Context: an optimization exercise on an open-source flow, tuned for small area. The choices shown serve that exercise and are no tape-out recipe. The RTL was checked by simulation tests, not by an equivalence proof against the original design. Power figures rest on the tool's default switching activity, not on a simulated workload.

## flow/design.v

```verilog
package dwpid_pkg;
	localparam int TICK_BITS = 16;
	localparam int DIV_NUM_BITS = 32;
	localparam int DIV_DEN_BITS = 16;
	localparam logic [2:0] CMD_FORWARD  = 3'd0;
	localparam logic [2:0] CMD_BACKWARD = 3'd1;
	localparam logic [2:0] CMD_LEFT     = 3'd2;
	localparam logic [2:0] CMD_RIGHT    = 3'd3;
	localparam logic [2:0] CMD_STOP     = 3'd4;
	localparam logic [1:0] DIR_STOP     = 2'd0;
	localparam logic [1:0] DIR_FORWARD  = 2'd1;
	localparam logic [1:0] DIR_BACKWARD = 2'd2;
	localparam logic [2:0] REG_KP    = 3'd0;
	localparam logic [2:0] REG_KI    = 3'd1;
	localparam logic [2:0] REG_KD    = 3'd2;
	localparam logic [2:0] REG_SCALE = 3'd3;
	localparam logic [2:0] REG_PWM   = 3'd4;
	localparam logic [2:0] REG_LIMIT = 3'd5;
	localparam logic [15:0] KP_RESET    = 16'd410;
	localparam logic [15:0] KI_RESET    = 16'd15;
	localparam logic [15:0] KD_RESET    = 16'd0;
	localparam logic [15:0] SCALE_RESET = 16'd256;
	localparam logic [15:0] PWM_RESET   = 16'd1000;
	localparam logic [14:0] LIMIT_RESET = 15'd670;
	typedef struct packed {
		logic [15:0] kp_centi;
		logic [15:0] ki_centi;
		logic [15:0] kd_centi;
		logic [15:0] velocity_scale;
		logic [15:0] pwm_max;
		logic [14:0] full_speed_limit;
	} cfg_t;
	typedef struct packed {
		logic [15:0]        duty;
		logic [1:0]         dir;
		logic signed [15:0] speed;
		logic signed [31:0] odometry;
	} lane_res_t;
endpackage
module dwpid_lane #(
	parameter bit LEFT = 1'b0
) (
	input  logic        clk,
	input  logic        arst_n,
	input  logic        c_load,
	input  logic        c_neg,
	input  logic        c_mul1,
	input  logic        c_meas,
	input  logic        c_pid,
	input  logic        c_clip,
	input  logic        c_div1,
	input  logic        c_mul2,
	input  logic        c_div2,
	input  logic        c_done,
	input  logic [5:0]  k,
	input  logic        ge17,
	input  logic        ge18,
	input  logic        ge19,
	input  logic        ge23,
	input  logic [1:0]  sub,
	input  logic        step,
	input  logic        last,
	input  logic [15:0] km,
	input  logic        p_bit,
	input  logic        n_bit,
	input  logic        spd_bit,
	input  logic        spd_min,
	input  logic [15:0] ticks,
	input  logic        tgtneg,
	input  logic        run,
	input  logic        fresh_od,
	input  logic        fresh_pid,
	input  logic        tseen,
	output logic [15:0] duty,
	output logic [1:0]  dir,
	output logic [15:0] speed,
	output logic [31:0] odometry
);
	logic [18:0] s_q;
	logic [15:0] q_q;
	logic [15:0] sp_q;
	logic [31:0] od_q;
	logic [22:0] acc_q;
	logic [16:0] e1_q, e2_q;
	logic tsign_nz, seen, c1, ovf_hi, e16_lo;
	logic ca, cu, cc, s1, s2, c_lat, ct, accs, c_a, c_b, sf;
	logic tsign, ovf, e16, hi, lo, qseen, mseen, fseen, oc, ec;
	assign tsign = tsign_nz;
	assign ovf   = ovf_hi;
	assign hi    = ovf_hi;
	assign e16   = e16_lo;
	assign lo    = e16_lo;
	assign qseen = seen;
	assign mseen = seen;
	assign fseen = seen;
	assign oc    = c1;
	assign ec    = c1;
	logic k_lt16;
	assign k_lt16 = (k[5:4] == 2'b00);
	logic        div;
	logic        x, xneg;
	logic [18:0] a_in, b_in, sum;
	logic        cin;
	logic        sneg;
	assign div  = c_div1 | c_div2;
	assign sneg = s_q[18];
	logic eb, e1b, e2b, sa, su, sc;
	assign eb  = q_q[0];
	logic wr_e;
	assign wr_e = c_pid & (sub == 2'd0) & ~ge17;
	assign e1b = ge17 ? s1 : (e1_q[0] & ~fresh_pid);
	assign e2b = ge17 ? s2 : (e2_q[0] & ~fresh_pid);
	assign sa  = eb ^ ~e1b ^ ca;
	assign su  = e1b ^ ~e2b ^ cu;
	assign sc  = sa ^ ~su ^ cc;
	always_comb begin
		x = 1'b0;
		xneg = 1'b0;
		if (c_mul1) x = k_lt16 & q_q[0];
		if (c_mul2) x = q_q[0];
		if (c_pid && !ge19) begin
			x = (sub == 2'd0) ? sa : (sub == 2'd1) ? eb : c_lat;
			xneg = (k == 6'd18);
		end
	end
	logic b_en, b_inv;
	assign b_en  = div | x;
	assign b_inv = div ? ~sneg : xneg;
	assign a_in  = div ? {s_q[17:0], q_q[15]} : s_q;
	assign b_in  = {{3{b_en & b_inv}}, {16{b_en}} & (km ^ {16{b_inv}})};
	assign cin   = b_en & b_inv;
	logic [19:0] cy;
	assign cy[0] = cin;
	for (genvar i = 0; i < 19; i++) begin : g_add
		assign sum[i]  = a_in[i] ^ b_in[i] ^ cy[i];
		assign cy[i+1] = (a_in[i] & b_in[i]) | (cy[i] & (a_in[i] ^ b_in[i]));
	end
	logic        sgn_sh;
	logic [18:0] sr;
	assign sgn_sh = c_pid & ge18;
	assign sr     = {sgn_sh & sum[18], sum[18:1]};
	logic od_en, dsrc, db, od_s;
	assign od_en = c_neg | (c_mul1 & k_lt16);
	assign dsrc  = c_neg ? q_q[0] : tsign;
	assign db    = LEFT ? ~dsrc : dsrc;
	logic od0;
	assign od0   = od_q[0] & ~fresh_od;
	assign od_s  = od0 ^ db ^ oc;
	logic negbit;
	assign negbit = tsign ? (q_q[0] ^ qseen) : q_q[0];
	logic dneg, v, m, t, eraw, eclip, ebit;
	assign dneg  = LEFT ? ~tsign : tsign;
	assign v     = ovf ? (k == 6'd15) : q_q[0];
	assign m     = (k == 6'd16) ? sp_q[15] :
	               dneg ? (v ^ mseen) : (ovf ? (k != 6'd15) : q_q[0]);
	assign t     = tgtneg ? (spd_bit ^ tseen) : spd_bit;
	assign eraw  = t ^ ~m ^ ec;
	assign eclip = tgtneg & spd_min & dneg & ovf;
	assign ebit  = eclip ? k_lt16 : eraw;
	logic dd, accb, tb, za, zb;
	assign dd   = sum[0];
	assign accb = ge23 ? accs : (acc_q[0] & ~fresh_pid);
	assign tb   = accb ^ dd ^ ct;
	assign za   = p_bit ^ ~tb ^ c_a;
	assign zb   = tb ^ p_bit ^ c_b;
	logic f, g;
	assign f = hi ? p_bit : lo ? n_bit : acc_q[0];
	assign g = sf ? (f ^ fseen) : f;
	logic q_shr, q_top;
	assign q_shr = c_neg | c_mul1 | c_mul2 | (c_meas & k_lt16) | (c_pid & step) | c_clip;
	always_comb begin
		q_top = sum[0];                     
		if (c_neg) q_top = negbit;
		if (c_meas) q_top = ebit & run;
		if (c_pid) q_top = e16;
	end
	function automatic logic maj(input logic a, input logic b, input logic c);
		maj = (a & b) | (a & c) | (b & c);
	endfunction
	always_ff @(posedge clk) begin
		e1_q <= {wr_e ? eb : e1_q[0], e1_q[16:1]};
		e2_q <= {wr_e ? e1b : e2_q[0], e2_q[16:1]};
		if (od_en) od_q <= {od_s, od_q[31:1]};
		if (c_pid && step) begin
			if (!ge23) acc_q <= {tb, acc_q[22:1]};
		end
		if (c_clip) acc_q <= {f, acc_q[22:1]};
	end
	always_ff @(posedge clk) begin
		if (c_load || (c_pid && step && k == 6'd40) || (c_div1 && last))
			s_q <= '0;
		else if (div || (c_pid && !step)) s_q <= sum;
		else s_q <= sr | {12'd0, c_clip & g, 6'd0};
		if (c_load) q_q <= ticks;
		else if (div) q_q <= {q_q[14:0], ~sum[18]};
		else if (q_shr) q_q <= {q_top, q_q[15:1]};
		if (c_meas && k_lt16) sp_q <= {m, sp_q[15:1]};
		if (c_load) begin
			tsign_nz <= ticks[15];
			seen     <= 1'b0;
			c1       <= LEFT;
		end
		if (c_neg) seen <= seen | q_q[0];
		if (od_en) c1 <= maj(od0, db, oc);
		if (c_mul1 && k == 6'd23) begin
			ovf_hi <= |s_q;
			seen   <= 1'b0;
			c1     <= 1'b1;
		end
		if (c_meas) begin
			seen <= seen | v;
			c1   <= maj(t, ~m, ec);
			if (k == 6'd16) begin
				e16_lo <= ebit;
				ca  <= 1'b1;
				cu  <= 1'b1;
				cc  <= 1'b1;
				ct  <= 1'b0;
				c_a <= 1'b1;
				c_b <= 1'b0;
			end
		end
		if (c_pid && sub == 2'd0 && !ge19) begin
			ca    <= maj(eb, ~e1b, ca);
			cu    <= maj(e1b, ~e2b, cu);
			cc    <= maj(sa, ~su, cc);
			c_lat <= sc;
			if (k == 6'd16) begin
				s1 <= e1b;
				s2 <= e2b;
			end
		end
		if (c_pid && step) begin
			ct  <= maj(accb, dd, ct);
			c_a <= maj(p_bit, ~tb, c_a);
			c_b <= maj(tb, p_bit, c_b);
			if (k == 6'd22) accs <= accb;
			if (k == 6'd40) begin
				ovf_hi <= za;
				e16_lo <= zb;
				sf     <= za ? 1'b0 : zb ? 1'b1 : acc_q[22];
				seen   <= 1'b0;
			end
		end
		if (c_clip) seen <= seen | f;
	end
	assign duty     = q_q;
	logic nz;
	assign nz       = |q_q;
	assign dir      = {nz & sf, nz & ~sf};
	assign speed    = sp_q;
	assign odometry = od_q;
endmodule
module dual_wheel_incremental_pid_drive #(
	parameter int TICK_BITS = dwpid_pkg::TICK_BITS
) (
	input  logic                        clk,
	input  logic                        arst_n,
	input  logic                        psel,
	input  logic                        penable,
	input  logic                        pwrite,
	input  logic [4:0]                  paddr,
	input  logic [31:0]                 pwdata,
	output logic [31:0]                 prdata,
	output logic                        pready,
	input  logic                        in_valid,
	output logic                        in_stall,
	input  logic [2:0]                  cmd,
	input  logic signed [15:0]          speed,
	input  logic signed [TICK_BITS-1:0] left_ticks,
	input  logic signed [TICK_BITS-1:0] right_ticks,
	output logic                        out_valid,
	input  logic                        out_stall,
	output logic [15:0]                 left_duty,
	output logic [1:0]                  left_dir,
	output logic [15:0]                 right_duty,
	output logic [1:0]                  right_dir,
	output logic signed [15:0]          left_speed,
	output logic signed [15:0]          right_speed,
	output logic signed [31:0]          left_odometry,
	output logic signed [31:0]          right_odometry
);
	dwpid_pkg::cfg_t cfg_q;
	assign pready = 1'b1;
	dwpid_pkg::cfg_t cfg_r;
	logic [5:0]      rst_f;
	logic            wr;
	assign wr = psel && penable && pwrite;
	always_ff @(posedge clk or negedge arst_n) begin
		if (!arst_n) begin
			rst_f <= '1;
		end else if (wr) begin
			unique case (paddr[4:2])
				dwpid_pkg::REG_KP:    rst_f[0] <= 1'b0;
				dwpid_pkg::REG_KI:    rst_f[1] <= 1'b0;
				dwpid_pkg::REG_KD:    rst_f[2] <= 1'b0;
				dwpid_pkg::REG_SCALE: rst_f[3] <= 1'b0;
				dwpid_pkg::REG_PWM:   rst_f[4] <= 1'b0;
				dwpid_pkg::REG_LIMIT: rst_f[5] <= 1'b0;
				default: ;
			endcase
		end
	end
	always_ff @(posedge clk) begin
		if (wr) begin
			unique case (paddr[4:2])
				dwpid_pkg::REG_KP:    cfg_r.kp_centi         <= pwdata[15:0];
				dwpid_pkg::REG_KI:    cfg_r.ki_centi         <= pwdata[15:0];
				dwpid_pkg::REG_KD:    cfg_r.kd_centi         <= pwdata[15:0];
				dwpid_pkg::REG_SCALE: cfg_r.velocity_scale   <= pwdata[15:0];
				dwpid_pkg::REG_PWM:   cfg_r.pwm_max          <= pwdata[15:0];
				dwpid_pkg::REG_LIMIT: cfg_r.full_speed_limit <= pwdata[14:0];
				default: ;
			endcase
		end
	end
	assign cfg_q.kp_centi         = rst_f[0] ? dwpid_pkg::KP_RESET    : cfg_r.kp_centi;
	assign cfg_q.ki_centi         = rst_f[1] ? dwpid_pkg::KI_RESET    : cfg_r.ki_centi;
	assign cfg_q.kd_centi         = rst_f[2] ? dwpid_pkg::KD_RESET    : cfg_r.kd_centi;
	assign cfg_q.velocity_scale   = rst_f[3] ? dwpid_pkg::SCALE_RESET : cfg_r.velocity_scale;
	assign cfg_q.pwm_max          = rst_f[4] ? dwpid_pkg::PWM_RESET   : cfg_r.pwm_max;
	assign cfg_q.full_speed_limit = rst_f[5] ? dwpid_pkg::LIMIT_RESET : cfg_r.full_speed_limit;
	logic [5:0][15:0] reg_raw;
	logic [5:0][15:0] reg_rst;
	assign reg_raw[0] = cfg_r.kp_centi;
	assign reg_raw[1] = cfg_r.ki_centi;
	assign reg_raw[2] = cfg_r.kd_centi;
	assign reg_raw[3] = cfg_r.velocity_scale;
	assign reg_raw[4] = cfg_r.pwm_max;
	assign reg_raw[5] = {1'b0, cfg_r.full_speed_limit};
	assign reg_rst[0] = dwpid_pkg::KP_RESET;
	assign reg_rst[1] = dwpid_pkg::KI_RESET;
	assign reg_rst[2] = dwpid_pkg::KD_RESET;
	assign reg_rst[3] = dwpid_pkg::SCALE_RESET;
	assign reg_rst[4] = dwpid_pkg::PWM_RESET;
	assign reg_rst[5] = {1'b0, dwpid_pkg::LIMIT_RESET};
	function automatic logic [15:0] regsel(input logic [5:0] sel, input logic [5:0] rf,
	                                       input logic [5:0][15:0] raw,
	                                       input logic [5:0][15:0] rst);
		regsel = '0;
		for (int r = 0; r < 6; r++) begin
			regsel = regsel | ({16{sel[r] & ~rf[r]}} & raw[r]) | ({16{sel[r] & rf[r]}} & rst[r]);
		end
	endfunction
	logic [5:0] psel_r;
	for (genvar r = 0; r < 6; r++) begin : g_psel
		assign psel_r[r] = (paddr[4:2] == 3'(r));
	end
	assign prdata = {16'd0, regsel(psel_r, rst_f, reg_raw, reg_rst)};
	typedef enum logic [3:0] {
		PH_IDLE, PH_NEG, PH_MUL1, PH_MEAS, PH_WAIT, PH_PID, PH_CLIP, PH_DIV1, PH_MUL2, PH_DIV2, PH_DONE
	} ph_t;
	ph_t        ph_q;
	logic [5:0] k_q;
	logic [1:0] sub_q;
	logic       out_valid_q;
	logic [4:0] r17_q;
	always_ff @(posedge clk or negedge arst_n) begin
		if (!arst_n) r17_q <= '0;
		else r17_q <= (r17_q == 5'd16) ? 5'd0 : r17_q + 5'd1;
	end
	logic       start, step, last, run;
	assign start = (ph_q == PH_IDLE) && in_valid && (!out_valid_q || !out_stall);
	assign run   = (cmd <= dwpid_pkg::CMD_RIGHT);
	logic ge17, ge18, ge19, ge23;
	assign ge17 = k_q[5] | (k_q[4] & (|k_q[3:0]));
	assign ge18 = k_q[5] | (k_q[4] & (|k_q[3:1]));
	assign ge19 = k_q[5] | (k_q[4] & (k_q[3] | k_q[2] | (k_q[1] & k_q[0])));
	assign ge23 = k_q[5] | (k_q[4] & (k_q[3] | (k_q[2] & k_q[1] & k_q[0])));
	assign step  = (ph_q == PH_PID) ? (ge19 || (sub_q == 2'd2)) : 1'b1;
	assign last  = (k_q == 6'd15);
	always_ff @(posedge clk or negedge arst_n) begin
		if (!arst_n) begin
			ph_q        <= PH_IDLE;
			k_q         <= '0;
			sub_q       <= '0;
			out_valid_q <= 1'b0;
		end else begin
			if (out_valid_q && !out_stall) out_valid_q <= 1'b0;
			k_q <= k_q + 6'd1;
			unique case (ph_q)
				PH_IDLE: begin
					k_q <= '0;
					if (start) ph_q <= PH_NEG;
				end
				PH_NEG: if (k_q == 6'd15) begin ph_q <= PH_MUL1; k_q <= '0; end
				PH_MUL1: if (k_q == 6'd23) begin ph_q <= PH_MEAS; k_q <= '0; end
				PH_MEAS: if (k_q == 6'd16) begin
					ph_q <= run ? PH_WAIT : PH_DONE;
					k_q  <= '0;
					sub_q <= '0;
				end
				PH_WAIT: begin
					k_q <= '0;
					if (r17_q == 5'd16) ph_q <= PH_PID;
				end
				PH_PID: begin
					if (!step) begin
						k_q   <= k_q;
						sub_q <= sub_q + 2'd1;
					end else begin
						sub_q <= '0;
						if (k_q == 6'd40) begin ph_q <= PH_CLIP; k_q <= '0; end
					end
				end
				PH_CLIP: if (k_q == 6'd22) begin ph_q <= PH_DIV1; k_q <= '0; end
				PH_DIV1: if (k_q == 6'd15) begin ph_q <= PH_MUL2; k_q <= '0; end
				PH_MUL2: if (k_q == 6'd15) begin ph_q <= PH_DIV2; k_q <= '0; end
				PH_DIV2: if (k_q == 6'd15) begin ph_q <= PH_DONE; k_q <= '0; end
				PH_DONE: begin
					ph_q        <= PH_IDLE;
					out_valid_q <= 1'b1;
				end
				default: ph_q <= PH_IDLE;
			endcase
		end
	end
	assign in_stall  = (ph_q != PH_DONE);
	assign out_valid = out_valid_q;
	logic        lim_zero;
	assign lim_zero = rst_f[5] ? 1'b0 : (cfg_r.full_speed_limit == 15'd0);
	logic [5:0]  ksel;
	logic [15:0] km;
	assign ksel[0] = (ph_q == PH_PID) && (sub_q == 2'd0);
	assign ksel[1] = (ph_q == PH_PID) && (sub_q == 2'd1);
	assign ksel[2] = (ph_q == PH_PID) && (sub_q == 2'd2);
	assign ksel[3] = (ph_q == PH_MUL1);
	assign ksel[4] = (ph_q == PH_MUL2);
	assign ksel[5] = (ph_q == PH_DIV2);
	assign km = regsel(ksel, rst_f, reg_raw, reg_rst)
	          | {15'd0, ksel[5] & lim_zero}
	          | ((ph_q == PH_DIV1) ? 16'd100 : 16'd0);
	logic       gbit, p_bit, n_bit, nseen;
	logic [3:0] dl;
	logic [1:0] pc;
	logic        pu;
	logic [16:0] lvr, lvc;
	logic        gr, gc;
	assign lvr  = {cfg_r.full_speed_limit[14:1], cfg_r.full_speed_limit[0] | lim_zero, 2'b00};
	assign lvc  = {dwpid_pkg::LIMIT_RESET, 2'b00};
	assign gr   = k_q[5] ? 1'b0 : k_q[4] ? ((k_q[3:0] == 4'd0) & lvr[16]) : lvr[k_q[3:0]];
	assign gc   = k_q[5] ? 1'b0 : k_q[4] ? ((k_q[3:0] == 4'd0) & lvc[16]) : lvc[k_q[3:0]];
	assign gbit = rst_f[5] ? gc : gr;
	assign pu    = gbit ^ dl[2] ^ pc[0];
	assign p_bit = pu ^ dl[3] ^ pc[1];
	assign n_bit = p_bit ^ nseen;
	always_ff @(posedge clk) begin
		if ((ph_q == PH_MEAS && k_q == 6'd16) || (ph_q == PH_PID && k_q == 6'd40 && step)) begin
			dl    <= '0;
			pc    <= '0;
			nseen <= 1'b0;
		end else if ((ph_q == PH_PID || ph_q == PH_CLIP) && step) begin
			dl    <= {dl[2:0], gbit};
			pc    <= {(pu & dl[3]) | (pc[1] & (pu ^ dl[3])),
			          (gbit & dl[2]) | (pc[0] & (gbit ^ dl[2]))};
			nseen <= nseen | p_bit;
		end
	end
	logic fresh_od, fresh_pid, tseen;
	always_ff @(posedge clk or negedge arst_n) begin
		if (!arst_n) begin
			fresh_od  <= 1'b1;
			fresh_pid <= 1'b1;
		end else begin
			if (ph_q == PH_MUL1 && k_q == 6'd15) fresh_od <= 1'b0;
			if (ph_q == PH_PID && k_q == 6'd40 && step) fresh_pid <= 1'b0;
		end
	end
	always_ff @(posedge clk) begin
		if (ph_q == PH_MEAS) tseen <= tseen | spd_bit;
		else tseen <= 1'b0;
	end
	logic spd_bit, spd_min;
	assign spd_bit = speed[(k_q[4]) ? 4'd15 : k_q[3:0]];
	assign spd_min = (speed == 16'sh8000);
	logic ltn, rtn;
	assign ltn = (cmd == dwpid_pkg::CMD_BACKWARD) || (cmd == dwpid_pkg::CMD_LEFT);
	assign rtn = (cmd == dwpid_pkg::CMD_BACKWARD) || (cmd == dwpid_pkg::CMD_RIGHT);
	logic c_load, c_neg, c_mul1, c_meas, c_pid, c_clip, c_div1, c_mul2, c_div2, c_done;
	assign c_load = start;
	assign c_neg  = (ph_q == PH_NEG);
	assign c_mul1 = (ph_q == PH_MUL1);
	assign c_meas = (ph_q == PH_MEAS);
	assign c_pid  = (ph_q == PH_PID);
	assign c_clip = (ph_q == PH_CLIP);
	assign c_div1 = (ph_q == PH_DIV1);
	assign c_mul2 = (ph_q == PH_MUL2);
	assign c_div2 = (ph_q == PH_DIV2);
	assign c_done = (ph_q == PH_DONE);
	dwpid_lane #(.LEFT(1'b1)) u_left (
		.clk, .arst_n, .c_load, .c_neg, .c_mul1, .c_meas, .c_pid, .c_clip, .c_div1, .c_mul2,
		.c_div2, .c_done, .k(k_q), .ge17, .ge18, .ge19, .ge23, .sub(sub_q), .step, .last, .km, .p_bit, .n_bit, .spd_bit,
		.spd_min, .ticks(left_ticks), .tgtneg(ltn), .run, .fresh_od, .fresh_pid, .tseen,
		.duty(left_duty), .dir(left_dir), .speed(left_speed), .odometry(left_odometry)
	);
	dwpid_lane #(.LEFT(1'b0)) u_right (
		.clk, .arst_n, .c_load, .c_neg, .c_mul1, .c_meas, .c_pid, .c_clip, .c_div1, .c_mul2,
		.c_div2, .c_done, .k(k_q), .ge17, .ge18, .ge19, .ge23, .sub(sub_q), .step, .last, .km, .p_bit, .n_bit, .spd_bit,
		.spd_min, .ticks(right_ticks), .tgtneg(rtn), .run, .fresh_od, .fresh_pid, .tseen,
		.duty(right_duty), .dir(right_dir), .speed(right_speed), .odometry(right_odometry)
	);
endmodule
```

## flow/flow/run.sh

```bash
#!/bin/bash
set -euo pipefail
export BUFFER_PORTS_ARGS="-buffer_cell sky130_fd_sc_hd__buf_1"
export CTS_ARGS="-sink_clustering_enable -repair_clock_nets -sink_clustering_size 30 -sink_clustering_max_diameter 80 -buf_list sky130_fd_sc_hd__clkbuf_16 -dont_use_dummy_load"
bash standard.sh finish > standard.log 2>&1
```

## flow/standard.sh

```bash
#!/bin/bash
# synth_recipe.tcl (not shown) runs the flow's synth.tcl, then flattens the netlist and writes it again
# the make line also repeats each setting of config.mk as NAME=value (left out here)
make -C /OpenROAD-flow-scripts/flow DESIGN_CONFIG=/design/flow/config.mk WORK_HOME=/design/flow/orfs CLKGATE_MAP_FILE= SYNTH_SCRIPT=/design/flow/synth_recipe.tcl "${@:-finish}"
```

## flow/config.mk

```make
export PLATFORM = sky130hd
export DESIGN_NAME = dual_wheel_incremental_pid_drive
export DESIGN_NICKNAME = dual_wheel_incremental_pid_drive
export VERILOG_FILES = /design/flow/design.v
export SDC_FILE = /design/flow/constraint.sdc
export NUM_CORES = 4
export LEC_CHECK = 0
export CAP_MARGIN = 20
export CORE_MARGIN = 2
export CORE_UTILIZATION = 40
export SLEW_MARGIN = 20
```

## flow/constraint.sdc

```tcl
create_clock -name core_clock -period 12.0 [get_ports {clk}]
set_input_delay 2.4000 -clock core_clock [delete_from_list [all_inputs] [get_ports {clk}]]
set_output_delay 2.4000 -clock core_clock [all_outputs]
set_load 0.01 [all_outputs]
```

==> run summary, run 1 <==
* Worst r2r path cells at 37
* Starting Density at 0.4020
* Max VDD drop at 0.0001245 V
* P_leak at 7.780 nW
* Vias in the first global route at 13044
* # hold bufs at CTS at 0
* Switching Fraction at 0.3800
* Critical Path Slowest Stage Cell: a21oi_1
* Placed instance area at 21070 um2
* Pwr/cell area at 242.0 nW/um2
* Syn Std Cell Area at 19560 um2
* Core Util, Final at 0.4481
* Initial antenna violation count at 1
* Placed instance count at 2396
* Die area at 50670 um2
* Most frequent cells in the layout: 295 x edfxtp_1, 240 x nand2_1, 225 x buf_1, 120 x dfxtp_1, 107 x nor2_1
* Fin worst setup slack at 0.8764 ns
* Commonest non-fill, non-tap cell in the layout: edfxtp_1
* DR vias at 13509
* Fmax at 89.90 MHz
* Nature of the critical path startpoint: flip-flop
* Hpwl dp at 36.49 mm
* Total chip power at 5.275 mW
* Sequential power share at 0.440
* CP max stage delay at 0.50 ns
* Reg-to-reg critical path startpoint: k_q[0]$_DFFE_PN0N_
* Crit-path most repeated cell: fa_1
* Worst Tran Pin Value at 1.123 ns
* Max H-tree Level at 1
* Fillers at 4448
* CTS tree: yes
* CTS clk-pin slew, worst paths at 0.10 ns
* Reg-to-Reg End: u_right.q_q[0]$_DFFE_PP_
* Root buf cell: clkbuf_16
* Crit-path max FO at 17
* Layout net count at 1971
* End point of the critical path: u_right.q_q[0]$_DFFE_PP_
* Design area at 21800 um2
* Primary FF master, synth: edfxtp_1
* Cell Int Power at 3.271 mW
* Setup TNS at 0 ns
* Max_cap viols at 0
* RSZ-0062 raised after global routing: no
* Sw power at 2.004 mW
* TritonCTS Buffers at 28
* FP Rows at 81
* Power share of the clock group at 0.167
* Register area share after synthesis at 0.6096
* Diodes inserted at 0
* Cells resized by post-CTS repair at 0
* I/O Buffers at 226
* Clock Path Buffers at 3
* Setup WS pre-CTS at 0.8441 ns
* CP startpoint: k_q[0]$_DFFE_PN0N_
* Worst skew pair latency at 0.59 ns
* Max Slew Vio Count at 0
* Setup Viol. Count Final at 0
* Die X at 225.1 um
* GP Congestion at 0.8561
* Post-DRT Antenna Nets at 0
* Clock Sinks at 441
* DR DRC count at 0
* Register-to-register setup slack at 0.88 ns
* Post-synth EDFFs at 295
* Setup crit end kind: flip-flop
* Syn Area/Cell at 12.21 um2
* Pin count of the biggest net entering global routing at 67
* Initial drt markers at 1448
* Final Hold Viols at 0
* Die Y at 225.1 um
* Yosys warnings at 3
* Vias per std cell at 5.571
* Crit path DAT at 11.48 ns
* Fraction of layout cells with a size suffix above 1 at 0.07044
* Clock period minus worst slack at 11.12 ns
* #FFs+latches synth at 441
* Area grow syn2layout at 11.49%
* Crit Path Category: reg -> reg
* Status: finished clean
* Cells after Synth at 1601
* # Post-CTS Setup Buffers at 0
* Combinational power share at 0.393
* Routed WL per cell at 21.20 um
* Total wire length at 51.40 mm
* DRT Pass-1 Iters at 6
* IO Pins at 262
* Worst hold slack at 0.2945 ns
* Core area at 48650 um2
* Final Skew at 0.06019 ns
* Worst path required time at 12.36 ns
* Total track usage at 0.1990
* First-pass GRT wire length at 77.87 mm
* Ys async rst share at 0.05896
* Worst hold path type: reg -> reg
* GRT overflow at 0
* Fin cells at 2425
* Period utilisation layout at 0.9270
* Max-Slew Margin vs Limit at 0.2481
* Netlist cell types at 87
cell usage after synthesis (all sizes together), types with 18 or more instances:
library cell	number	area, um2
edfxtp	295	8859
nand2	244	918.4
dfxtp	120	2402
nor2	113	431.7
a21oi	73	365.4
o21ai	67	339.1
buf	61	371.6
inv	61	229.0
fa	54	1081
mux2i	46	460.4
clkbuf	38	143.9
xnor2	38	340.3
a222oi	32	320.3
nor4	30	193.9
nand3	25	135.1
nor3	24	130.1
a211oi	20	150.1
nor2b	19	118.9
dfrtp	18	450.4
power by group through the flow:
stage | clock network (mW) | logic (mW) | registers, mW
CTS | 0.910 | 2.08 | 2.32
finish | 0.881 | 2.07 | 2.32
detailed placement | 0 | 2.07 | 2.35
global placement | 0 | 2.04 | 2.34
floorplan | 0 | 1.49 | 2.29
global route | 0.953 | 2.34 | 2.36
area by class of cell:
class | count | area (um2) | area share
Inverter | 61 | 229.0 | 0.01050
Tap cell | 622 | 778.2 | 0.03570
Sequential cell | 441 | 11920 | 0.5468
Multi-Input combinational cell | 1015 | 7062 | 0.3239
Timing Repair Buffer | 258 | 1110 | 0.05091
Clock buffer | 28 | 700.7 | 0.03214
worst max-delay path: cells and delay by family, from the launching register on:
family	cells	cell delay [ns]
buf+inv	6	0.79
compound gates	5	1.34
fa+ha+maj	20	7.40
mux	1	0.42
xor+xnor	2	0.38
simple gates	3	0.22
flops	1	0.37
per-layer routing:
metal | track usage | routed length [um] | vias up
li1 | - | - | 6166
met1 | 0.2751 | 21790 | 6584
met2 | 0.3215 | 23580 | 670
met3 | 0.03755 | 4625 | 87
met4 | 0.05512 | 1393 | 2
met5 | 0 | 13 | -
state kept, by name, indices dropped and copies added (netlist names), 5 cells and up:
register	count
u_right.e1_q	17
k_q	6
u_left.sp_q	16
u_left.e2_q	17
u_right.s_q	19
u_left.acc_q	23
u_right.q_q	16
r17_q	5
u_left.q_q	16
cfg_r	95
u_right.acc_q	23
u_right.sp_q	16
u_left.e1_q	17
u_left.od_q	32
u_right.e2_q	17
rst_f	6
u_right.od_q	32
u_left.s_q	19
cell families after synthesis:
kind of cell | count (synthesis) | synth area share
AND/OR/NAND/NOR | 544 | 0.1324
flip-flops | 441 | 0.6096
AO/OA/AOI/OAI | 274 | 0.09566
buffers and inverters | 160 | 0.03807
adder cells (fa/ha/maj) | 71 | 0.06616
multiplexers | 67 | 0.03852
XOR/XNOR | 42 | 0.01920
other | 2 | 0.0003840
how the worst min path moves through the flow:
stage / to / slack (ns) / start / cells past startpoint
5_1_grt: u_right.e1_q[4]$_DFF_P_ / 0.31 / u_right.e1_q[5]$_DFF_P_ / 0
6_report: u_right.e2_q[11]$_DFF_P_ / 0.29 / u_right.e2_q[12]$_DFF_P_ / 0
2_1_floorplan: u_left.e1_q[0]$_DFF_P_ / 0.31 / u_left.e1_q[1]$_DFF_P_ / 0
4_1_cts: u_right.e2_q[11]$_DFF_P_ / 0.30 / u_right.e2_q[12]$_DFF_P_ / 0
3_5_place_dp: u_left.e1_q[2]$_DFF_P_ / 0.31 / u_left.e1_q[3]$_DFF_P_ / 0
3_3_place_gp: u_left.e1_q[8]$_DFF_P_ / 0.31 / u_left.e1_q[9]$_DFF_P_ / 0
==> run 2, diff against run 1 <==
==> flow/flow/run.sh (replaced) <==
#!/bin/bash
set -euo pipefail
export BUFFER_PORTS_ARGS="-buffer_cell sky130_fd_sc_hd__buf_1"
export CTS_ARGS="-sink_clustering_enable -repair_clock_nets -sink_clustering_size 14 -sink_clustering_max_diameter 80 -buf_list sky130_fd_sc_hd__clkbuf_8 -dont_use_dummy_load"
bash standard.sh finish > standard.log 2>&1
==> run 2 against run 1 <==
Effect of this change:
- clock power fell by 13%
- sequential share of layout area rose by 0.41 points
- combinational power barely moved
- critical path depth did not move
- non-clock buffer count did not move
- hold slack improved by 0.0044 ns
- synthesized cell count did not move
- register-to-register slack improved by 0.05 ns
- setup slack improved by 0.047 ns
- cell count rose by 0.45%
- sequential cell count did not move
==> run summary, run 2 <==
* Primary FF master, synth: edfxtp_1 (unchanged)
* Die X at 225.1 um (unchanged)
* Top-count cell post-synth: edfxtp_1 (unchanged)
* Syn Std Cell Area at 19560 um2 (unchanged)
* Clock Path Buffers at 3 (unchanged)
* GRT overflow at 0 (unchanged)
* Status: finished clean (unchanged)
* Nature of the critical path startpoint: flip-flop (unchanged)
* Worst hold path type: reg -> reg (unchanged)
* DR vias at 13650 (was 13509)
* Clock Sinks at 441 (unchanged)
* Crit Path Category: reg -> reg (unchanged)
* Netlist cell types at 87 (unchanged)
* Largest area contributor in the netlist: edfxtp_1 (unchanged)
* Hold_sp: u_right.e1_q[3]$_DFF_P_ (was u_right.e2_q[12]$_DFF_P_)
* Period utilisation layout at 0.9230 (was 0.9270)
* Starting Density at 0.4020 (unchanged)
* Reg-to-reg critical path startpoint: k_q[0]$_DFFE_PN0N_ (unchanged)
* Root buf cell: clkbuf_8 (was clkbuf_16)
* Commonest cells in the synthesized netlist: 295 x edfxtp_1, 243 x nand2_1, 120 x dfxtp_1, 110 x nor2_1, 73 x a21oi_1 (unchanged)
* Max Slew Vio Count at 0 (unchanged)
* Most frequent cells in the layout: 295 x edfxtp_1, 240 x nand2_1, 225 x buf_1, 120 x dfxtp_1, 107 x nor2_1 (unchanged)
* Fillers at 4488 (was 4448)
* Setup Viol. Count Final at 0 (unchanged)
* Crit-path most repeated cell: fa_1 (unchanged)
* Max H-tree Level at 2 (was 1)
* Fmax at 90.28 MHz (was 89.90 MHz)
* Reg-to-Reg End: u_right.q_q[0]$_DFFE_PP_ (unchanged)
* TritonCTS Buffers at 39 (was 28)
* Worst Tran Pin Value at 1.161 ns (was 1.123 ns)
* Biggest regs: cfg_r: 95 flops, u_left.od_q: 32 flops, u_right.od_q: 32 flops (unchanged)
* Crit path DAT at 11.46 ns (was 11.48 ns)
* Area grow syn2layout at 10.65% (was 11.49%)
* # Post-CTS Setup Buffers at 0 (unchanged)
* CP bufs+invs at 6 (unchanged)
* Post-DRT Antenna Nets at 0 (unchanged)
* Routed WL per cell at 21.23 um (was 21.20 um)
* GP Congestion at 0.8561 (unchanged)
* FP Rows at 81 (unchanged)
* Most flop-heavy register: cfg_r (unchanged)
* Largest register FFs at 95 (unchanged)
* Crit-path max FO at 17 (unchanged)
* Final Hold Viols at 0 (unchanged)
* Core area at 48650 um2 (unchanged)
* Die Y at 225.1 um (unchanged)
* First-pass GRT wire length at 78.24 mm (was 77.87 mm)
* CTS tree: yes (unchanged)
* Worst r2r path cells at 37 (unchanged)
* Commonest non-fill, non-tap cell in the layout: edfxtp_1 (unchanged)
* Pwr/cell area at 238.4 nW/um2 (was 242.0 nW/um2)
* Worst skew pair latency at 0.63 ns (was 0.59 ns)
* Worst path required time at 12.39 ns (was 12.36 ns)
* Setup TNS at 0 ns (unchanged)
* Ys async rst share at 0.05896 (unchanged)
* Syn Area/Cell at 12.21 um2 (unchanged)
* CP max stage delay at 0.47 ns (was 0.50 ns)
* Fraction of layout cells with a size suffix above 1 at 0.07607 (was 0.07044)
* Initial drt markers at 1442 (was 1448)
* Vias per std cell at 5.603 (was 5.571)
* Top-area cell type share of the netlist area at 0.4530 (unchanged)
* Total track usage at 0.2021 (was 0.1990)
* CP top delay family: adder cells (unchanged)
* Clock period minus worst slack at 11.08 ns (was 11.12 ns)
* Cells resized by post-CTS repair at 0 (unchanged)
* Critical Path Slowest Stage Cell: a21oi_1 (unchanged)
* Post-synth EDFFs at 295 (unchanged)
* Hpwl dp at 36.49 mm (unchanged)
* P_leak at 7.715 nW (was 7.780 nW)
* Max VDD drop at 0.0001410 V (was 0.0001245 V)
* CTS clk-pin slew, worst paths at 0.10 ns (about the same)
* DR DRC count at 0 (unchanged)
* Area contributors post-synth: edfxtp_1 45%, dfxtp_1 12%, fa_1 5.5% (unchanged)
* Register area share after synthesis at 0.6096 (unchanged)
* Layout net count at 1982 (was 1971)
* RSZ-0062 raised after global routing: no (unchanged)
* Setup crit end kind: flip-flop (unchanged)
* Initial antenna violation count at 1 (unchanged)
* #FFs+latches synth at 441 (unchanged)
* Total wire length at 51.73 mm (was 51.40 mm)
* Register-to-register setup slack at 0.92 ns (was 0.88 ns)
* Final Skew at 0.1004 ns (was 0.06019 ns)
* IO Pins at 262 (unchanged)
* Pin count of the biggest net entering global routing at 67 (unchanged)
* Max_cap viols at 0 (unchanged)
* Hold EP: u_right.e1_q[2]$_DFF_P_ (was u_right.e2_q[11]$_DFF_P_)
* Vias in the first global route at 13059 (was 13044)
* I/O Buffers at 226 (unchanged)
* Yosys warnings at 3 (unchanged)
* Cells after Synth at 1601 (unchanged)
* DRT Pass-1 Iters at 6 (unchanged)
* Die area at 50670 um2 (unchanged)
* Worst Hold Path Cells at 0 (unchanged)
* # hold bufs at CTS at 0 (unchanged)
* Max-Slew Margin vs Limit at 0.2227 (was 0.2481)
* Diodes inserted at 0 (unchanged)
* Worst hold slack at 0.2989 ns (was 0.2945 ns)
-- run 2: cell counts after synthesis --
Identical to the previous run, type by type.
-- run 2: cell families after synthesis --
family,Yosys count,share of synthesized area
compound gates,274,0.09566
xor+xnor,42,0.01920
fa+ha+maj,71,0.06616
buf+inv,160,0.03807
flops,441,0.6096
mux,67,0.03852
other cells,2,0.0003840
simple gates,544,0.1324
-- run 2: worst max-delay path by stage --
stage | from | to | depth (start not counted)
floorplan | k_q[1]$_DFFE_PN0N_ | u_right.q_q[0]$_DFFE_PP_ | 37
global placement | k_q[0]$_DFFE_PN0N_ | u_right.q_q[0]$_DFFE_PP_ | 37
detailed placement | k_q[0]$_DFFE_PN0N_ | u_right.q_q[0]$_DFFE_PP_ | 37
CTS | k_q[0]$_DFFE_PN0N_ | u_right.q_q[0]$_DFFE_PP_ | 37
global route | k_q[0]$_DFFE_PN0N_ | u_right.q_q[0]$_DFFE_PP_ | 37
finish | k_q[0]$_DFFE_PN0N_ | u_right.q_q[0]$_DFFE_PP_ | 37
-- run 2: power breakdown --
group	leakage [nW]	internal [mW]	switching [mW]	total (mW)
clock	0.280	0.291	0.473	0.765
sequential	3.97	2.08	0.243	2.32
combinational	3.47	0.781	1.29	2.07
-- run 2: final cells by class --
type / count / area [um2] / share of cell area
multi-input combinational: 1015 / 7062 / 0.3264
inverter: 61 / 229.0 / 0.01058
sequential: 441 / 11920 / 0.5510
timing repair buffer: 258 / 1110 / 0.05129
clock buffer: 39 / 536.8 / 0.02481
tap: 622 / 778.2 / 0.03597
-- run 2: metal layers --
metal	vias to the layer above	part of all wire	routed length, um	global-route usage
met2	677	0.45	23420	0.3211
met1	6691	0.43	22020	0.2782
met3	99	0.093	4801	0.03911
met5	-	0.00021	11	0
li1	6181	-	-	-
met4	2	0.029	1481	0.06836
-- run 2: worst register-to-register path, delay by kind of cell (launching register included) --
family	cells	cell delay, ns
AO/OA/AOI/OAI	5	1.32
XOR/XNOR	2	0.37
adder cells (fa/ha/maj)	20	7.42
buffers and inverters	6	0.79
flip-flops	1	0.38
multiplexers	1	0.41
AND/OR/NAND/NOR	3	0.23
-- run 2: per-stage QoR --
step | total power [mW] | util | setup slack, ns | cell area [um2] | std cells
2_1_floorplan | 3.779 | - | 1.514 | 19610 | 1616
3_3_place_gp | 4.383 | 0.4328 | 0.8919 | 21060 | 2396
3_5_place_dp | 4.419 | 0.4331 | 0.8441 | 21070 | 2396
4_1_cts | 5.194 | 0.4441 | 0.8640 | 21600 | 2435
5_1_grt | 5.543 | 0.4448 | 0.2651 | 21640 | 2436
6_report | 5.158 | 0.4448 | 0.9237 | 21640 | 2436
==> run 3, diff against run 2 <==
==> flow/flow/run.sh (replaced) <==
#!/bin/bash
# The standard layout (standard.sh, with its synthesis unchanged) with two options changed:
# the port buffers are the smallest buffer cell, and clock tree synthesis uses clkbuf_16
# leaf clusters of up to 24 sinks and adds no dummy loads. All tool output goes to
# standard.log here and to ORFS's per-step logs under orfs/logs.
set -euo pipefail
export BUFFER_PORTS_ARGS="-buffer_cell sky130_fd_sc_hd__buf_1"
export CTS_ARGS="-sink_clustering_enable -repair_clock_nets -sink_clustering_size 24 -sink_clustering_max_diameter 120 -buf_list sky130_fd_sc_hd__clkbuf_16 -dont_use_dummy_load"
bash standard.sh finish > standard.log 2>&1
--- a/flow/config.mk
+++ b/flow/config.mk
@@ -7,2 +7,3 @@
 export LEC_CHECK = 0
+export ABC_AREA = 1
 export CAP_MARGIN = 20
==> run 3 against run 2 <==
Effect of this change:
- still clean
- critical path depth up 8
- cell area is 1.0% higher
- sequential power barely moved
- die area grew 1.2%
- largest cell class unchanged
- total power is 1.5% lower
- non-clock buffer count decreased by 12
- sequential cell count unchanged
- maximum frequency up 0.59%
- sequential share of layout area fell by 0.56 points
==> run summary, run 3 <==
* Starting Density at 0.4052 (was 0.4020)
* Cells after Synth at 1923 (was 1601)
* CP bufs+invs at 9 (was 6)
* Hpwl dp at 37.41 mm (was 36.49 mm)
* Switching Fraction at 0.4005 (was 0.3894)
* Commonest cells in the synthesized netlist: 394 x nand2_1, 295 x edfxtp_1, 232 x inv_1, 206 x nor2_1, 130 x o21ai_0 (was 295 x edfxtp_1, 243 x nand2_1, 120 x dfxtp_1, 110 x nor2_1, 73 x a21oi_1)
* First-pass GRT wire length at 79.10 mm (was 78.24 mm)
* Hold EP: u_right.e2_q[11]$_DFF_P_ (was u_right.e1_q[2]$_DFF_P_)
* Period utilisation layout at 0.9176 (was 0.9230)
* Area grow syn2layout at 10.44% (was 10.65%)
* Setup crit end kind: flip-flop (unchanged)
* Setup TNS at 0 ns (unchanged)
* Worst Hold Path Cells at 0 (unchanged)
* RSZ-0062 raised after global routing: no (unchanged)
* Post-DRT Antenna Nets at 0 (unchanged)
* P_leak at 8.429 nW (was 7.715 nW)
* Most flop-heavy register: cfg_r (unchanged)
* Biggest regs: cfg_r: 95 flops, u_left.od_q: 32 flops, u_right.od_q: 32 flops (unchanged)
* #FFs+latches synth at 441 (unchanged)
* Final Hold Viols at 0 (unchanged)
* # hold bufs at CTS at 0 (unchanged)
* Layout net count at 2299 (was 1982)
* Cell Int Power at 3.044 mW (was 3.149 mW)
* DR DRC count at 0 (unchanged)
* Routed WL per cell at 18.58 um (was 21.23 um)
* Sw power at 2.034 mW (was 2.008 mW)
* Fin worst setup slack at 0.9884 ns (was 0.9237 ns)
* I/O Buffers at 226 (unchanged)
* Largest family of logic cells by synthesized area: simple AND/OR/NAND/NOR gates (unchanged)
* Post-synthesis mux area share at 0 (was 0.03852)
* Most frequent cells in the layout: 394 x nand2_1, 295 x edfxtp_1, 232 x inv_1, 225 x buf_1, 204 x nor2_1 (was 295 x edfxtp_1, 240 x nand2_1, 225 x buf_1, 120 x dfxtp_1, 107 x nor2_1)
* Design area at 21860 um2 (was 21640 um2)
* TritonCTS Buffers at 22 (was 39)
* Clock Path Buffers at 3 (unchanged)
* GP Congestion at 0.9081 (was 0.8561)
* Compound-Gate Fraction of Synth Area at 0.09867 (was 0.09566)
* Worst r2r path cells at 45 (was 37)
* Max VDD drop at 0.0001019 V (was 0.0001410 V)
* Sequential power share at 0.457 (was 0.450)
* Syn Area/Cell at 10.29 um2 (was 12.21 um2)
* Largest register FFs at 95 (unchanged)
* Pin count of the biggest net entering global routing at 68 (was 67)
* Top-area cell type share of the netlist area at 0.4475 (was 0.4530)
* GRT overflow at 0 (unchanged)
* Core area at 48850 um2 (was 48650 um2)
* Setup WS pre-CTS at 1.070 ns (was 0.8441 ns)
* Root buf cell: clkbuf_16 (was clkbuf_8)
* Yosys warnings at 3 (unchanged)
* Die Y at 226.5 um (was 225.1 um)
* Post-synth EDFFs at 295 (unchanged)
* Initial drt markers at 1383 (was 1442)
* DRT Pass-1 Iters at 6 (unchanged)
* FP Rows at 81 (unchanged)
* Vias in the first global route at 14184 (was 13059)
* Pwr/cell area at 232.3 nW/um2 (was 238.4 nW/um2)
* Die area at 51280 um2 (was 50670 um2)
* Total track usage at 0.1999 (was 0.2021)
* Primary FF master, synth: edfxtp_1 (unchanged)
* Register-to-register setup slack at 0.99 ns (was 0.92 ns)
* Crit-path max FO at 18 (was 17)
* Total chip power at 5.078 mW (was 5.158 mW)
* Status: finished clean (unchanged)
* Register area share after synthesis at 0.6023 (was 0.6096)
* Initial antenna violation count at 3 (was 1)
* Worst path required time at 12.33 ns (was 12.39 ns)
* Clock Sinks at 441 (unchanged)
* Netlist cell types at 53 (was 87)
* Placed instance area at 21300 um2 (was 21070 um2)
* Die X at 226.5 um (was 225.1 um)
* Power share of the clock group at 0.154 (was 0.148)
* Area contributors post-synth: edfxtp_1 45%, dfxtp_1 12%, nand2_1 7.5% (was edfxtp_1 45%, dfxtp_1 12%, fa_1 5.5%)
* Max-Slew Margin vs Limit at 0.3276 (was 0.2227)
* Reg-to-Reg End: u_left.q_q[0]$_DFFE_PP_ (was u_right.q_q[0]$_DFFE_PP_)
* CTS tree: yes (unchanged)
* Clock period minus worst slack at 11.01 ns (was 11.08 ns)
* Max_cap viols at 0 (unchanged)
* CP max stage delay at 0.49 ns (was 0.47 ns)
* Max H-tree Level at 1 (was 2)
* # Post-CTS Setup Buffers at 0 (unchanged)
* Cells resized by post-CTS repair at 0 (unchanged)
* Commonest non-fill, non-tap cell in the layout: nand2_1 (was edfxtp_1)
* Reg-to-reg critical path startpoint: k_q[0]$_DFFE_PN0N_ (unchanged)
* Hold_sp: u_right.e2_q[12]$_DFF_P_ (was u_right.e1_q[3]$_DFF_P_)
* Crit-path most repeated cell: fa_1 (unchanged)
* Final Skew at 0.06180 ns (was 0.1004 ns)
* Crit path DAT at 11.34 ns (was 11.46 ns)
* Simple-gate share of the synthesized area at 0.1629 (was 0.1324)
* Total wire length at 51.96 mm (was 51.73 mm)
* Worst Tran Pin Value at 1.005 ns (was 1.161 ns)
* Placed instance count at 2773 (was 2396)
* Top-count cell post-synth: nand2_1 (was edfxtp_1)
* CTS clk-pin slew, worst paths at 0.11 ns (was 0.10 ns)
* Worst hold path type: reg -> reg (unchanged)
* Nature of the critical path startpoint: flip-flop (unchanged)
* IO Pins at 262 (unchanged)
* DR vias at 14459 (was 13650)
* Critical Path Slowest Stage Cell: fa_1 (was a21oi_1)
* Fmax at 90.81 MHz (was 90.28 MHz)
* Fraction of synthesized cell area in xor and xnor cells at 0.001327 (was 0.01920)
* Vias per std cell at 5.169 (was 5.603)
* Crit Path Category: reg -> reg (unchanged)
* Combinational power share at 0.389 (was 0.402)
* CP top delay family: adder cells (unchanged)
* Adder and majority cell fraction of the synthesized area at 0.06536 (was 0.06616)
* Ys async rst share at 0.05896 (unchanged)
* Fin cells at 2797 (was 2436)
* Syn Std Cell Area at 19790 um2 (was 19560 um2)
* Max Slew Vio Count at 0 (unchanged)
* Setup Viol. Count Final at 0 (unchanged)
* Largest area contributor in the netlist: edfxtp_1 (unchanged)
* Fraction of layout cells with a size suffix above 1 at 0.05397 (was 0.07607)
* Worst skew pair latency at 0.57 ns (was 0.63 ns)
==> run 3: cell types whose count changed in the layout (fill, tap and decap cells not counted), moves of 46 or more <==
cell     change
nand2_1    +154
nand3_1     +49
nor2_1      +97
mux2i_1     -46
o21ai_0     +63
inv_1      +172
==> run 3: through the flow <==
| stage | utilization | hold WS (ns) |
|---|---|---|
| after floorplan | - | 0.3096 |
| after global placement | 0.4361 | 0.3115 |
| after detailed placement | 0.4361 | 0.3132 |
| after CTS | 0.4474 | 0.3339 |
| after global routing | 0.4474 | 0.3388 |
| final | 0.4475 | 0.3312 |
==> run 3: final cells by class <==
type                    count  area (um2)
well taps                 664       830.8
clock buffers              22       550.5
multi-input cells        1175        6625
fillers                  4656       26990
flip-flops and latches    441       11920
repair buffers            246       999.7
inverters                 247       927.1
diodes                      2       5.005
==> run 3: worst max path at each step <==
stage / start / endpoint / slack, ns / cells after the start
detailed placement: k_q[0]$_DFFE_PN0N_ / u_left.q_q[0]$_DFFE_PP_ / 1.07 / 45
finish: k_q[0]$_DFFE_PN0N_ / u_left.q_q[0]$_DFFE_PP_ / 0.99 / 45
global route: k_q[0]$_DFFE_PN0N_ / u_right.q_q[0]$_DFFE_PP_ / 0.32 / 42
global placement: k_q[0]$_DFFE_PN0N_ / u_left.q_q[0]$_DFFE_PP_ / 1.23 / 45
CTS: k_q[0]$_DFFE_PN0N_ / u_left.q_q[0]$_DFFE_PP_ / 1.03 / 45
floorplan: k_q[0]$_DFFE_PN0N_ / u_right.q_q[0]$_DFFE_PP_ / 1.91 / 43
==> run 3: cell families (layout without fill, tap and decap cells) <==
| group | Yosys count | after routing |
|---|---|---|
| simple gates | 760 | 760 |
| other cells | 2 | 19 |
| buf+inv | 322 | 515 |
| fa+ha+maj | 71 | 71 |
| xor+xnor | 3 | 3 |
| flops | 441 | 441 |
| compound gates | 324 | 324 |
==> run 3: power groups by stage <==
stage	logic, mW	clock network (mW)	registers (mW)
after CTS	1.98	0.810	2.32
after detailed placement	1.98	0	2.36
after global routing	2.24	0.854	2.36
final	1.98	0.783	2.32
after global placement	1.94	0	2.35
after floorplan	1.27	0	2.43
==> run 3: layer usage <==
layer	track usage	part of all wire	vias to the layer above
met2	0.3255	0.45	611
met5	0	0.00025	-
met3	0.03706	0.083	108
met1	0.2683	0.43	6907
li1	-	-	6831
met4	0.06919	0.036	2
==> run 4, diff against run 3 <==
--- a/flow/config.mk
+++ b/flow/config.mk
@@ -7,6 +7,5 @@
 export LEC_CHECK = 0
-export ABC_AREA = 1
-export CAP_MARGIN = 20
+export CAP_MARGIN = 0
 export CORE_MARGIN = 2
 export CORE_UTILIZATION = 40
-export SLEW_MARGIN = 20
+export SLEW_MARGIN = 0
==> run 4 against run 3 <==
Effect of this change:
- non-clock buffer count is 11 higher
- combinational power increased by 5%
- routed wire length down 0.95%
- highest routed layer unchanged
==> run summary, run 4 <==
* Starting Density at 0.4020 (was 0.4052)
* Max H-tree Level at 1 (unchanged)
* Setup Viol. Count Final at 0 (unchanged)
* Commonest cells in the synthesized netlist: 295 x edfxtp_1, 243 x nand2_1, 120 x dfxtp_1, 110 x nor2_1, 73 x a21oi_1 (was 394 x nand2_1, 295 x edfxtp_1, 232 x inv_1, 206 x nor2_1, 130 x o21ai_0)
* FP Rows at 81 (unchanged)
* #FFs+latches synth at 441 (unchanged)
* Cells resized by post-CTS repair at 0 (unchanged)
* Die Y at 225.1 um (was 226.5 um)
* Routed WL per cell at 21.29 um (was 18.58 um)
* Top-count cell post-synth: edfxtp_1 (was nand2_1)
* CTS clk-pin slew, worst paths at 0.10 ns (was 0.11 ns)
* Adder and majority cell fraction of the synthesized area at 0.06616 (was 0.06536)
* CTS tree: yes (unchanged)
* CP startpoint: k_q[0]$_DFFE_PN0N_ (unchanged)
* Clock Sinks at 441 (unchanged)
* Register-to-register setup slack at 0.82 ns (was 0.99 ns)
* RSZ-0062 raised after global routing: no (unchanged)
* Vias per std cell at 5.629 (was 5.169)
* Setup crit end kind: flip-flop (unchanged)
* Pin count of the biggest net entering global routing at 67 (was 68)
* Final Skew at 0.06313 ns (was 0.06180 ns)
* Fraction of synthesized cell area in xor and xnor cells at 0.01920 (was 0.001327)
* Compound-Gate Fraction of Synth Area at 0.09566 (was 0.09867)
* Largest family of logic cells by synthesized area: simple AND/OR/NAND/NOR gates (unchanged)
* Layout net count at 1964 (was 2299)
* Sw power at 1.992 mW (was 2.034 mW)
* Sequential power share at 0.448 (was 0.457)
* TritonCTS Buffers at 22 (unchanged)
* Ys async rst share at 0.05896 (unchanged)
* Most flop-heavy register: cfg_r (unchanged)
* Max_cap viols at 0 (unchanged)
* Worst r2r path cells at 37 (was 45)
* Pwr/cell area at 239.6 nW/um2 (was 232.3 nW/um2)
* # hold bufs at CTS at 0 (unchanged)
* IO Pins at 262 (unchanged)
* Fmax at 89.46 MHz (was 90.81 MHz)
* Fillers at 4510 (was 4656)
* Area grow syn2layout at 10.49% (was 10.44%)
* Largest register FFs at 95 (unchanged)
* Crit-path max FO at 17 (was 18)
* Biggest regs: cfg_r: 95 flops, u_left.od_q: 32 flops, u_right.od_q: 32 flops (unchanged)
* Max Slew Vio Count at 0 (unchanged)
* Most frequent cells in the layout: 295 x edfxtp_1, 240 x nand2_1, 225 x buf_1, 120 x dfxtp_1, 107 x nor2_1 (was 394 x nand2_1, 295 x edfxtp_1, 232 x inv_1, 225 x buf_1, 204 x nor2_1)
* Root buf cell: clkbuf_16 (unchanged)
* Status: finished clean (unchanged)
* Worst Tran Pin Value at 1.272 ns (was 1.005 ns)
* Period utilisation layout at 0.9315 (was 0.9176)
* Setup TNS at 0 ns (unchanged)
* Routed length on met3 at 4.181 mm (was 4.337 mm)
* Combinational power share at 0.401 (was 0.389)
* Crit Path Category: reg -> reg (unchanged)
* Post-synth EDFFs at 295 (unchanged)
* Sequential cell area at 11920 um2 (unchanged)
* Clock Path Buffers at 3 (unchanged)
* Total track usage at 0.1989 (was 0.1999)
* Crit path DAT at 11.52 ns (was 11.34 ns)
* Max-Slew Margin vs Limit at 0.1475 (was 0.3276)
* Crit-path most repeated cell: fa_1 (unchanged)
* Syn Std Cell Area at 19560 um2 (was 19790 um2)
* Power share of the clock group at 0.151 (was 0.154)
* Placed instance area at 21060 um2 (was 21300 um2)
* Yosys warnings at 3 (unchanged)
* Met2 routed WL at 23.62 mm (was 23.57 mm)
* GRT overflow at 0 (unchanged)
* Primary FF master, synth: edfxtp_1 (unchanged)
* Metal-1 WL at 22.17 mm (about the same)
* Area contributors post-synth: edfxtp_1 45%, dfxtp_1 12%, fa_1 5.5% (was edfxtp_1 45%, dfxtp_1 12%, nand2_1 7.5%)
* Register area share after synthesis at 0.6096 (was 0.6023)
* Worst hold path type: reg -> reg (unchanged)
* Simple-gate share of the synthesized area at 0.1324 (was 0.1629)
* Initial antenna violation count at 1 (was 3)
* Die X at 225.1 um (was 226.5 um)
* Critical Path Stages at 37 (was 45)
* Clock period minus worst slack at 11.18 ns (was 11.01 ns)
* Vias in the first global route at 13012 (was 14184)
* Critical Path Slowest Stage Cell: a21oi_1 (was fa_1)
* Design area at 21610 um2 (was 21860 um2)
* P_leak at 7.697 nW (was 8.429 nW)
* Netlist cell types at 87 (was 53)
* End point of the critical path: u_right.q_q[0]$_DFFE_PP_ (was u_left.q_q[0]$_DFFE_PP_)
* Highest metal used: met5 (unchanged)
* CP bufs+invs at 6 (was 9)
* DR DRC count at 0 (unchanged)
* Fraction of layout cells with a size suffix above 1 at 0.06682 (was 0.05397)
* Worst path required time at 12.35 ns (was 12.33 ns)
* Core area at 48650 um2 (was 48850 um2)
* Max VDD drop at 0.0001136 V (was 0.0001019 V)
* Cell Int Power at 3.186 mW (was 3.044 mW)
* Switching Fraction at 0.3847 (was 0.4005)
* Post-DRT Antenna Nets at 0 (unchanged)
* Cells after Synth at 1601 (was 1923)
* Top-area cell type share of the netlist area at 0.4530 (was 0.4475)
* Largest area contributor in the netlist: edfxtp_1 (unchanged)
* Post-synthesis mux area share at 0.03852 (was 0)
* Hpwl dp at 36.54 mm (was 37.41 mm)
* Nature of the critical path startpoint: flip-flop (unchanged)
* DRT Pass-1 Iters at 6 (unchanged)
* Worst skew pair latency at 0.58 ns (was 0.57 ns)
* Commonest non-fill, non-tap cell in the layout: edfxtp_1 (was nand2_1)
* GP Congestion at 0.8561 (was 0.9081)
* # Post-CTS Setup Buffers at 0 (unchanged)
* Final Hold Viols at 0 (unchanged)
* I/O Buffers at 226 (unchanged)
* DR vias at 13612 (was 14459)
* CP top delay family: adder cells (unchanged)
* Initial drt markers at 1448 (was 1383)
* Reg-to-reg critical path startpoint: k_q[0]$_DFFE_PN0N_ (unchanged)
* Total wire length at 51.47 mm (was 51.96 mm)
* CP max stage delay at 0.50 ns (was 0.49 ns)
* Die area at 50670 um2 (was 51280 um2)
* Area of the multi-input gates at 7044 um2 (was 6625 um2)
* Reg-to-Reg End: u_right.q_q[0]$_DFFE_PP_ (was u_left.q_q[0]$_DFFE_PP_)
* Diodes inserted at 0 (was 2)
* First-pass GRT wire length at 77.63 mm (was 79.10 mm)
* Syn Area/Cell at 12.21 um2 (was 10.29 um2)
## run 4: layout make-up
cell class	count	area share
flip-flops and latches	441	0.5518
multi-input cells	1015	0.3260
repair buffers	257	0.05009
well taps	622	0.03602
clock buffers	22	0.02548
inverters	61	0.01060
## run 4: worst register-to-register path: cells and delay by family, from the launching register on
kind / cells / cell delay, ns
AO/OA/AOI/OAI: 5 / 1.34
buffers and inverters: 6 / 0.79
XOR/XNOR: 2 / 0.41
AND/OR/NAND/NOR: 3 / 0.23
multiplexers: 1 / 0.41
flip-flops: 1 / 0.39
adder cells (fa/ha/maj): 20 / 7.42
## run 4: cells by family (layout without fill, tap and decap cells)
| family | count (synthesis) | after routing |
|---|---|---|
| compound gates | 274 | 274 |
| xor+xnor | 42 | 42 |
| fa+ha+maj | 71 | 71 |
| buf+inv | 160 | 340 |
| flops | 441 | 441 |
| mux | 67 | 67 |
| other cells | 2 | 17 |
| simple gates | 544 | 544 |
## run 4: per-layer routing
metal | GRT usage | up-vias
met1 | 0.2777 | 6736
met5 | 0 | -
met4 | 0.05576 | 2
li1 | - | 6145
met2 | 0.3243 | 635
met3 | 0.02868 | 94
## run 4: worst min path at each step
stage | to | cells after the start | slack (ns) | startpoint
CTS | u_right.e2_q[11]$_DFF_P_ | 0 | 0.27 | u_right.e2_q[12]$_DFF_P_
floorplan | u_left.e1_q[0]$_DFF_P_ | 0 | 0.31 | u_left.e1_q[1]$_DFF_P_
global placement | u_left.e1_q[8]$_DFF_P_ | 0 | 0.31 | u_left.e1_q[9]$_DFF_P_
finish | u_right.e2_q[11]$_DFF_P_ | 0 | 0.28 | u_right.e2_q[12]$_DFF_P_
detailed placement | u_left.e1_q[12]$_DFF_P_ | 0 | 0.31 | u_left.e1_q[13]$_DFF_P_
global route | u_right.e2_q[11]$_DFF_P_ | 0 | 0.29 | u_right.e2_q[12]$_DFF_P_
## run 4: power by group through the flow
stage / sequential (mW) / clock, mW / combinational [mW]
after floorplan: 2.29 / 0 / 1.49
after global placement: 2.34 / 0 / 2.04
final: 2.32 / 0.780 / 2.08
after CTS: 2.32 / 0.810 / 2.08
after detailed placement: 2.35 / 0 / 2.07
after global routing: 2.36 / 0.853 / 2.34
## run 4: through the flow
| stage | instances | setup slack (ns) | power [mW] | util | hold WS [ns] |
|---|---|---|---|---|---|
| floorplan | 1616 | 1.514 | 3.779 | - | 0.3096 |
| global placement | 2396 | 0.8919 | 4.383 | 0.4328 | 0.3115 |
| detailed placement | 2396 | 0.8293 | 4.419 | 0.4328 | 0.3121 |
| CTS | 2418 | 0.8223 | 5.208 | 0.4441 | 0.2714 |
| global route | 2418 | 0.2514 | 5.549 | 0.4441 | 0.2927 |
| finish | 2418 | 0.8218 | 5.178 | 0.4441 | 0.2773 |
==> run 5, diff against run 4 <==
--- a/flow/config.mk
+++ b/flow/config.mk
@@ -7,5 +7,6 @@
 export LEC_CHECK = 0
-export CAP_MARGIN = 0
+export CAP_MARGIN = 5
 export CORE_MARGIN = 2
 export CORE_UTILIZATION = 40
-export SLEW_MARGIN = 0
+export GPL_TIMING_DRIVEN = 0
+export SLEW_MARGIN = 5
==> run 5 against run 4 <==
Effect of this change:
- still clean
- register-to-register slack got worse by 0.25 ns
- sequential power barely moved
- total power rose by 2.6%
- via count rose by 2.7%
- sequential share of layout area fell by 1.2 points
- clock skew fell by 0.0047 ns
- synthesized area did not move
- global-route usage rose by 1.3 points
- combinational power rose by 7%
- cell count rose by 3.6%
- first-iteration DRC count rose by 9.2%
- critical path depth did not move
==> run summary, run 5 <==
* Max_cap viols at 0 (unchanged)
* Cells after Synth at 1601 (unchanged)
* Fillers at 4468 (was 4510)
* Ys async rst share at 0.05896 (unchanged)
* Status: finished clean (unchanged)
* Crit-path max FO at 10 (was 17)
* Setup crit end kind: flip-flop (unchanged)
* Final Skew at 0.05845 ns (was 0.06313 ns)
* Netlist cell types at 87 (unchanged)
* Primary FF master, synth: edfxtp_1 (unchanged)
* Total track usage at 0.2120 (was 0.1989)
* Post-synth EDFFs at 295 (unchanged)
* GP Congestion at 0.9273 (was 0.8561)
* Worst r2r path cells at 37 (unchanged)
* Hpwl dp at 40.86 mm (was 36.54 mm)
* GRT overflow at 0 (unchanged)
* Clock Sinks at 441 (unchanged)
* Fmax at 87.49 MHz (was 89.46 MHz)
* Vias in the first global route at 13291 (was 13012)
* FP Rows at 81 (unchanged)
* Post-DRT Antenna Nets at 0 (unchanged)
* First-pass GRT wire length at 81.89 mm (was 77.63 mm)
* CP max stage delay at 0.45 ns (was 0.50 ns)
* Syn Area/Cell at 12.21 um2 (unchanged)
* Crit path DAT at 11.77 ns (was 11.52 ns)
* Total chip power at 5.312 mW (was 5.178 mW)
* Placed instance count at 2478 (was 2396)
* Crit Path Category: reg -> reg (unchanged)
* Commonest cells in the synthesized netlist: 295 x edfxtp_1, 243 x nand2_1, 120 x dfxtp_1, 110 x nor2_1, 73 x a21oi_1 (unchanged)
* Pin count of the biggest net entering global routing at 67 (unchanged)
* Worst Tran Pin Value at 1.159 ns (was 1.272 ns)
* Total wire length at 54.97 mm (was 51.47 mm)
* TritonCTS Buffers at 22 (unchanged)
* Worst path required time at 12.34 ns (was 12.35 ns)
* Reg-to-Reg End: u_right.q_q[0]$_DFFE_PP_ (unchanged)
* Max Slew Vio Count at 0 (unchanged)
* Worst Hold Path Cells at 0 (unchanged)
* Max-Slew Margin vs Limit at 0.2166 (was 0.1475)
* Register area share after synthesis at 0.6096 (unchanged)
* #FFs+latches synth at 441 (unchanged)
* Period utilisation layout at 0.9525 (was 0.9315)
* CTS tree: yes (unchanged)
* Routed WL per cell at 21.94 um (was 21.29 um)
* Clock period minus worst slack at 11.43 ns (was 11.18 ns)
* Max VDD drop at 0.0001221 V (was 0.0001136 V)
* Most frequent cells in the layout: 295 x edfxtp_1, 241 x nand2_1, 228 x buf_1, 120 x dfxtp_1, 107 x nor2_1 (was 295 x edfxtp_1, 240 x nand2_1, 225 x buf_1, 120 x dfxtp_1, 107 x nor2_1)
* Core area at 48650 um2 (unchanged)
* Register-to-register setup slack at 0.57 ns (was 0.82 ns)
* I/O Buffers at 225 (was 226)
-- run 5: cell count changes in the layout (fill, tap and decap cells not counted), moves of 2 or more --
cell	change
buf_2	+31
buf_12	+2
clkbuf_1	+36
nor3_1	+2
a21oi_2	+2
buf_6	+5
buf_4	+2
a21oi_1	-2
buf_8	+4
nor3_4	-3
diode_2	+2
buf_1	+3
-- run 5: critical path: cells and delay by family (launching register included) --
| kind | cells | cell delay, ns |
|---|---|---|
| adders and majority gates | 20 | 7.47 |
| DFF | 1 | 0.45 |
| buffers and inverters | 6 | 0.93 |
| and+or+nand+nor | 3 | 0.34 |
| muxes | 1 | 0.39 |
| AOI/OAI and AO/OA | 5 | 1.20 |
| xor gates and xnor gates | 2 | 0.39 |
-- run 5: cell type report --
| class | count | area, um2 | share of cell area |
|---|---|---|---|
| inverters | 61 | 229.0 | 0.01036 |
| multi-input cells | 1015 | 7019 | 0.3177 |
| flip-flops and latches | 441 | 11920 | 0.5396 |
| diodes | 2 | 5.005 | 0.0002266 |
| clock buffers | 22 | 550.5 | 0.02492 |
| plain buffers | 99 | 516.7 | 0.02339 |
| repair buffers | 243 | 1071 | 0.04848 |
| well taps | 622 | 778.2 | 0.03523 |
-- run 5: worst max path at each step --
stage | from | endpoint | cells past startpoint
floorplan | k_q[1]$_DFFE_PN0N_ | u_right.q_q[0]$_DFFE_PP_ | 37
global placement | k_q[1]$_DFFE_PN0N_ | u_right.q_q[0]$_DFFE_PP_ | 37
detailed placement | k_q[1]$_DFFE_PN0N_ | u_right.q_q[0]$_DFFE_PP_ | 37
CTS | k_q[1]$_DFFE_PN0N_ | u_right.q_q[0]$_DFFE_PP_ | 37
global route | k_q[1]$_DFFE_PN0N_ | u_right.q_q[0]$_DFFE_PP_ | 37
finish | k_q[1]$_DFFE_PN0N_ | u_right.q_q[0]$_DFFE_PP_ | 37
-- run 5: through the flow --
step | util | instance area, um2 | worst slack, ns | hold slack (ns)
final | 0.4541 | 22090 | 0.5703 | 0.3002
after global routing | 0.4541 | 22090 | 0.05303 | 0.2923
after CTS | 0.4530 | 22040 | 0.08216 | 0.2956
after detailed placement | 0.4417 | 21490 | 0.09812 | 0.3121
after global placement | 0.4365 | 21230 | 0.1478 | 0.3107
after floorplan | - | 19610 | 1.514 | 0.3096
-- run 5: cells by family after synthesis --
family	Yosys count	synth area share
muxes	67	0.03852
xor gates and xnor gates	42	0.01920
buffers and inverters	160	0.03807
other	2	0.0003840
and+or+nand+nor	544	0.1324
adders and majority gates	71	0.06616
AOI/OAI and AO/OA	274	0.09566
DFF	441	0.6096
-- run 5: timing repair --
action | CTS | global route
setup buffers | 0 | 3
endpoints found under the setup margin | 0 | 8
gates resized for setup | 0 | 6
-- run 5: power by group through the flow --
stage / clock (mW) / combinational (mW) / sequential (mW)
6_report: 0.785 / 2.22 / 2.30
5_1_grt: 0.855 / 2.47 / 2.34
4_1_cts: 0.809 / 2.20 / 2.30
3_5_place_dp: 0 / 2.19 / 2.33
3_3_place_gp: 0 / 2.12 / 2.34
2_1_floorplan: 0 / 1.49 / 2.29
-- run 5: routing by layer --
| layer | part of all wire | global-route usage |
|---|---|---|
| met2 | 0.44 | 0.3349 |
| met3 | 0.084 | 0.03611 |
| met1 | 0.44 | 0.2994 |
| met5 | 0.00015 | 0 |
| met4 | 0.034 | 0.06516 |

Re-timed with assumed drivers on the ports (clkbuf_16 on the clock, buf_2 on other inputs), run 5 has 0.570 ns of setup slack against 0.570 ns with ideal ports, and 0.570 ns once port delays also move by the mid clock arrival of 0.596 ns.
